This is an optimization exercise on Yosys and OpenROAD, whose aim is a short achievable clock period and few clock cycles, not a production implementation. Function was checked by simulation only, so behaviour that the tests miss may differ from the original. Power and IR drop assume default switching activity.

## icache_nway_lru
module icache_nway_lru #(
   parameter int ADDR_W = 32,
   parameter int WAYS   = 4,
   parameter int SETS   = 4,
   parameter int WPL    = 2,
   parameter int PAGE   = 12
) (
   input  logic                clk,
   input  logic                reset,
   input  logic                proc_req,
   input  logic [ADDR_W-1:0]   address_from_proc,
   input  logic                flush,
   output logic [31:0]         data_to_proc,
   output logic                proc_resp_valid,
   output logic                hit_miss,
   output logic                busy,
   output logic                ram_req,
   output logic [ADDR_W-1:0]   address_to_ram,
   input  logic [32*WPL-1:0]   data_from_ram,
   input  logic                ram_access_done
);
   localparam int WSEL_W = $clog2(WPL);
   localparam int OFF    = WSEL_W + 2;
   localparam int IDX_W  = $clog2(SETS);
   localparam int TAG_W  = ADDR_W - OFF - IDX_W;
   localparam int LO_W   = PAGE - OFF - IDX_W;    
   localparam int HI_W   = TAG_W - LO_W;          
   localparam int NPAIR  = WAYS * (WAYS - 1) / 2;
   localparam int HALF   = WAYS / 2;    
   logic [SETS-1:0][WAYS-1:0]                  valid_q;
   logic [SETS-1:0][WAYS-1:0]                  use_q;    
   logic [SETS-1:0][WAYS-1:0][TAG_W-1:0]       tag_q;
   logic [SETS-1:0][WAYS-1:0][WPL-1:0][31:0]   line_q;
   logic [SETS-1:0][NPAIR-1:0]                 ord_q;
   logic [SETS-1:0][WAYS-1:0]                  vic_q;
   logic [HI_W-1:0]                            page_q;   
   logic [ADDR_W-1:OFF]     addr_q;       
   logic [TAG_W-1:0]        req_tag_q;    
   logic [SETS-1:0]         req_set_q;    
   logic [WSEL_W-1:0]       req_word_q;
   logic [SETS-1:0][WAYS-1:0] hit_line_q;  
   logic                    again_q;      
   logic                    ram_req_q;    
   logic                    resp_a_n_q;   
  ...
Size: roughly 3500 cells after synthesis, roughly 1700 flip-flops, ~170 I/O pins, roughly 66000 µm² of cells after synthesis.
Settings: LEC_CHECK=0, ABC_CLOCK_PERIOD_IN_PS=2000, CAP_MARGIN=20, CORE_MARGIN=2, CORE_UTILIZATION=40, SETUP_SLACK_MARGIN=5, SLEW_MARGIN=20; clock period 8.5 ns.
standard.sh (not shown) runs the stock make flow with config.mk's settings and CLKGATE_MAP_FILE= SYNTH_SCRIPT=/design/flow/synth_recipe.tcl, a recipe that flattens the netlist after the stock synthesis.
==> flow/flow/run.sh <==
#!/bin/bash
# Standard layout, with timing repair aiming further below the clock period and
# a few slow multi-input OR/NOR cells kept out of synthesis and repair.
set -euo pipefail
base=$(make -s -C "$FLOW_HOME" DESIGN_CONFIG="$PWD/config.mk" print-DONT_USE_CELLS | sed -n 's/^DONT_USE_CELLS: //p')
extra="sky130_fd_sc_hd__or3_1 sky130_fd_sc_hd__or3_2 sky130_fd_sc_hd__or3_4 sky130_fd_sc_hd__or3b_1 sky130_fd_sc_hd__or3b_2 sky130_fd_sc_hd__or3b_4 sky130_fd_sc_hd__or4_1 sky130_fd_sc_hd__or4_2 sky130_fd_sc_hd__or4_4 sky130_fd_sc_hd__or4b_1 sky130_fd_sc_hd__or4b_2 sky130_fd_sc_hd__or4b_4 sky130_fd_sc_hd__or4bb_1 sky130_fd_sc_hd__or4bb_2 sky130_fd_sc_hd__or4bb_4"
bash standard.sh SETUP_SLACK_MARGIN=5.7 "DONT_USE_CELLS=$base $extra" SETUP_MOVE_SEQUENCE=unbuffer,sizeup,clone,split,buffer,swap finish > orfs_make.log 2>&1
The starting point finished clean.
Testbench counts at the start, summed over its fixed seeds: cycles 44,685.
Then changed:
--- a/flow/flow/run.sh
+++ b/flow/flow/run.sh
@@ -7 +7 @@
-bash standard.sh SETUP_SLACK_MARGIN=5.7 "DONT_USE_CELLS=$base $extra" SETUP_MOVE_SEQUENCE=unbuffer,sizeup,clone,split,buffer,swap finish > orfs_make.log 2>&1
+bash standard.sh SETUP_SLACK_MARGIN=6 "DONT_USE_CELLS=$base $extra"  finish > orfs_make.log 2>&1
CORE_UTILIZATION = 50   (was 40)
PLACE_DENSITY = 0.65   (was default)
What happened: Die area goes down by about a fifth. Clock-buffer cell count goes down by 1. Routed wire length goes down by a few percent. Final cell count goes down by a few percent. Via count goes up slightly. Power goes down slightly. Worst setup slack gets worse by 0.0091 ns. Sequential cell count is unchanged. Global-route usage goes up by 4.9 points. Synthesized area stays the same.
Then changed:
CORE_UTILIZATION = 40   (was 50)
GPL_ROUTABILITY_DRIVEN = 0   (was default)
PLACE_DENSITY = default   (was 0.65)
Result:
- The changed run completed with no timing, DRC or antenna violations
- routed wire length grows by 5.3%
- power grows by 1.0%
- critical path depth does not change
Then changed:
CORE_ASPECT_RATIO = 2.0   (was default)
GPL_ROUTABILITY_DRIVEN = default   (was 0)
After rerunning: The changed run finished with timing, DRC and antenna clean. Clock-buffer cell count went down by 31. Critical path depth went up by 6. Maximum frequency came out lower by 5.5%. Design area went down by 1.0%.
Then changed:
CORE_ASPECT_RATIO = 0.5   (was 2.0)
Effect: The new run ran to the end with no violations. Critical path depth goes up by 2. Setup slack improves by 0.18 ns. Combinational power goes down by a few percent. Die area is unchanged. Wire length goes down by a few percent. First-iteration DRC count goes up by well over a third.
Then changed:
--- a/flow/flow/run.sh
+++ b/flow/flow/run.sh
@@ -7 +7 @@
-bash standard.sh SETUP_SLACK_MARGIN=6 "DONT_USE_CELLS=$base $extra"  finish > orfs_make.log 2>&1
+bash standard.sh SETUP_SLACK_MARGIN=6 "DONT_USE_CELLS=$base $extra" "GLOBAL_PLACEMENT_ARGS=-virtual_cts -timing_driven_net_weight_max 5" finish > orfs_make.log 2>&1
CORE_ASPECT_RATIO = default   (was 0.5)
=>
- total power went up by a few percent
- sequential share of layout area hardly moves
- routed wire length went down by a few percent
- combinational power barely changes
- clock skew went up by 0.022 ns

[port drivers added, routing unchanged]
No port has a modelled driver above. Below, the same layouts with a new extraction and two added sets of constraints. Step 1 sets driving cells, clkbuf_16 on the clock port and buf_2 on the other inputs (assumed; they add their load-dependent delay and slew). Step 2, shift: input delay + t, output delay - t, t = (earliest + latest rising clock arrival at the registers) / 2. This alone moves slack from input paths to output paths. Slacks: ideal ports / drivers / drivers and shift; pairs: ideal ports / drivers.
| run | shift t [ns] | slack for setup (ns) | worst register clock-pin slew, ns |
|---|---|---|---|
| the first run | 0.879 | 5.418 / 5.343 / 4.618 | 0.07 / 0.07 |
| the second run | 0.876 | 5.409 / 5.325 / 4.462 | 0.07 / 0.07 |
| the third run | 0.873 | 5.413 / 5.335 / 4.465 | 0.07 / 0.07 |
| the fourth run | 0.871 | 5.234 / 5.277 / 4.407 | 0.07 / 0.07 |
| the fifth run | 0.845 | 5.417 / 5.342 / 4.601 | 0.07 / 0.07 |
| the sixth run | 0.873 | 5.400 / 5.323 / 4.462 | 0.07 / 0.07 |
After both steps every run listed still meets setup and hold. The setup slack of the third run, which loses most, moves by -0.078 ns with the drivers and by -0.948 ns with both steps.
